What follows belongs to an exercise in optimizing a design on an open flow for small area; a production flow would make more cautious choices.
The RTL was checked by simulation tests, not by an equivalence proof against the original design.

==> inputs of 10-25 <==
// fc_neuron_16
module fc_neuron_16 (
	input logic clk,
	input logic rst,
	input logic valid_in,
	input logic [255:0] data_in,
	output logic [15:0] data_out,
	output logic valid_out
);
clock: 8.0 ns
lec_check: 0
cap_margin: 20
core_margin: 2
core_utilization: 52
gpl_timing_driven: 0
slew_margin: 20
synth_hierarchical: 1
standard.sh (not shown) runs the stock make flow with config.mk's settings and CLKGATE_MAP_FILE= SYNTH_SCRIPT=/design/flow/synth_recipe.tcl, a recipe that flattens the netlist after the stock synthesis.
==> flow/flow/run.sh <==
#!/bin/bash
set -euo pipefail
export BUFFER_PORTS_ARGS="-buffer_cell sky130_fd_sc_hd__buf_1"
bash standard.sh > standard.log 2>&1
==> 09-26: changes against 10-25 <==
Settings changed: CORE_UTILIZATION 52 to 40.
==> comparison table <==
metric                                                                   10-25      09-26
Layout clock buffers                                                        11          9
Final std cell area, no fill                                         22500 µm²  22700 µm²
Worst Tran Pin Value                                                  0.578 ns   0.725 ns
Total inserted antenna cells                                                 0          1
Iteration-0 DRC count of the detailed router                               805        625
Met3 Use GR                                                             0.0519     0.0831
Worst skew pair latency                                                0.34 ns    0.35 ns
# fillers                                                                 3176       4589
Die area                                                             41000 µm²  53000 µm²
Number of antenna violations at the first check in global routing            0          1
Vias after detailed routing                                              11500      11600
Run status                                    no timing/DRC/antenna violations  no timing/DRC/antenna violations
Number of cells in the design after placement                             2076       2230
DR pass1 iterations                                                          5          4
Share of final-layout standard cells stronger than drive strength 1     0.0292     0.0299
Met1 routed wirelength after detailed routing                          24.3 mm    24.7 mm
Area added between synthesis and finish                                  9.66%      10.7%
Post-Route WL                                                          64.3 mm    66.4 mm

========
==> build 90 <==
fc_neuron_16, a different RTL version from the one above (not shown whole).
export LEC_CHECK = 0
export CAP_MARGIN = 20
export CORE_MARGIN = 2
export CORE_UTILIZATION = 40
export CTS_BUF_LIST = sky130_fd_sc_hd__clkbuf_4 sky130_fd_sc_hd__clkbuf_8
export GPL_TIMING_DRIVEN = 0
export SETUP_SLACK_MARGIN = 0.05
export SLEW_MARGIN = 20
export SYNTH_HIERARCHICAL = 1
create_clock -name core_clock -period 8.0 [get_ports {clk}]
Scripts as last shown in full above: flow/flow/run.sh
==> inputs of trial 91, as changes to build 90 <==
--- a/flow/design.v
+++ b/flow/design.v
@@ -1945,31 +1945,42 @@
 	wire fs777, fc777;
 	full_add u_fa777 (.a(fc765), .b(fs766), .c(fc776), .s(fs777), .co(fc777));
 	wire fs778, fc778;
 	full_add u_fa778 (.a(fc766), .b(fs767), .c(fc777), .s(fs778), .co(fc778));
 	wire hs24, hc24;
 	half_add u_ha24 (.a(fs768), .b(fc778), .s(hs24), .co(hc24));
+	wire g40 = hc24 ? ~fs769 : fs769;
 	wire hs25, hc25;
-	half_add u_ha25 (.a(fs769), .b(hc24), .s(hs25), .co(hc25));
+	half_add u_ha25 (.a(s1_27_0_q), .b(fc769), .s(hs25), .co(hc25));
 	wire fs779, fc779;
-	full_add u_fa779 (.a(s1_27_0_q), .b(fc769), .c(hc25), .s(fs779), .co(fc779));
+	full_add u_fa779 (.a(s1_27_0_q), .b(fc769), .c(fs769), .s(fs779), .co(fc779));
+	wire g41 = hc24 ? fs779 : hs25;
 	wire hs26, hc26;
-	half_add u_ha26 (.a(s1_28_0_q), .b(fc779), .s(hs26), .co(hc26));
+	half_add u_ha26 (.a(s1_28_0_q), .b(hc25), .s(hs26), .co(hc26));
 	wire hs27, hc27;
-	half_add u_ha27 (.a(fs770), .b(hc26), .s(hs27), .co(hc27));
-	wire fs780, fc780;
-	full_add u_fa780 (.a(s1_30_0_q), .b(fc770), .c(hc27), .s(fs780), .co(fc780));
+	half_add u_ha27 (.a(s1_28_0_q), .b(fc779), .s(hs27), .co(hc27));
+	wire g42 = hc24 ? hs27 : hs26;
 	wire hs28, hc28;
-	half_add u_ha28 (.a(s1_31_0_q), .b(s1_31_1_q), .s(hs28), .co(hc28));
-	wire g40 = s1_31_0_q ^ s1_31_1_q;
-	wire g41 = s1_31_0_q | s1_31_1_q;
-	wire g42 = fc780 ? ~g40 : hs28;
-	wire g43 = fc780 ? ~g41 : ~hc28;
-	wire [18:0] sh = {g43, g42, fs780, hs27, hs26, fs779, hs25, hs24, fs778, fs777, fs776, fs775, hs23, fs774, hs22, ~fs773, g38, ~fs772, ~fs771};
+	half_add u_ha28 (.a(fs770), .b(hc26), .s(hs28), .co(hc28));
+	wire hs29, hc29;
+	half_add u_ha29 (.a(fs770), .b(hc27), .s(hs29), .co(hc29));
+	wire g43 = hc24 ? hs29 : hs28;
+	wire fs780, fc780;
+	full_add u_fa780 (.a(s1_30_0_q), .b(fc770), .c(hc28), .s(fs780), .co(fc780));
+	wire fs781, fc781;
+	full_add u_fa781 (.a(s1_30_0_q), .b(fc770), .c(hc29), .s(fs781), .co(fc781));
+	wire g44 = hc24 ? fs781 : fs780;
+	wire fs782, fc782;
+	full_add u_fa782 (.a(s1_31_0_q), .b(s1_31_1_q), .c(fc780), .s(fs782), .co(fc782));
+	wire fs783, fc783;
+	full_add u_fa783 (.a(s1_31_0_q), .b(s1_31_1_q), .c(fc781), .s(fs783), .co(fc783));
+	wire g45 = hc24 ? fs783 : fs782;
+	wire g46 = hc24 ? ~fc783 : ~fc782;
+	wire [18:0] sh = {g46, g45, g44, g43, g42, g41, g40, hs24, fs778, fs777, fs776, fs775, hs23, fs774, hs22, ~fs773, g38, ~fs772, ~fs771};
 	wire ovf = (sh[18:15] != {4{sh[18]}});
-	wire [15:0] result = {sh[18], ovf ? {15{~sh[18]}} : sh[14:0]};
+	wire [15:0] result = ovf ? (sh[18] ? 16'h8000 : 16'h7fff) : sh[15:0];
 	always_ff @(posedge clk)
 	begin
 		if (rst)
 		begin
 			valid_q <= 1'b0;
 			valid_out <= 1'b0;
==> qor.csv <==
metric,value,unit
status,finished clean,
worstPathMaxFanout,4,
die_h,220,um
post_cts_buffers,3,
fin_crit,7.84,ns
yosysTopAreaCellShare,83.5,%
(the above is from build 90)
==> qor.csv <==
metric,value,unit
yosysTopAreaCellShare,83.9,%
post_cts_buffers,2,
synth-seq-area-share,7.40,%
die_h,220,um
fin_crit,7.84,ns
r2r_cells,22,
status,finished clean,
slew_violations,0,
avgSynthCellArea,16.4,um2
(the above is from trial 91)

## afterwards: timing with drivers on the ports
Ports are ideal in the flow. The routed layouts listed here were re-timed in OpenROAD.
Step 1 assumes that a clkbuf_16 drives the clock port and a buf_2 every other input.
Step 2 adds t to the input delays and takes it off the output delays; t is the mean of the earliest and latest rising clock arrival at the registers after step 1. Input paths then give back, and output paths get back, about the clock's delay inside the block.
a / b / c = ideal / step 1 / step 2; a / b = the first two.
| run | t, ns | slack for setup (ns) | latest minus earliest clock arrival (ns) | cell pins on the clock port's net |
|---|---|---|---|---|
| 10-25 | 0.368 | 0.160 / 0.175 / -0.193 | 0.008 / 0.007 | 1 |
| 09-26 | 0.381 | 0.105 / 0.119 / -0.262 | 0.010 / 0.009 | 1 |
| build 90 | 0.381 | 0.158 / 0.168 / -0.213 | 0.008 / 0.008 | 1 |
| trial 91 | 0.394 | 0.157 / 0.165 / -0.228 | 0.011 / 0.011 | 1 |
Met with ideal ports but missed after step 2: setup timing in every run listed. For trial 91, which loses most, drivers alone change the setup slack by +0.008 ns; drivers and shift together by -0.385 ns.
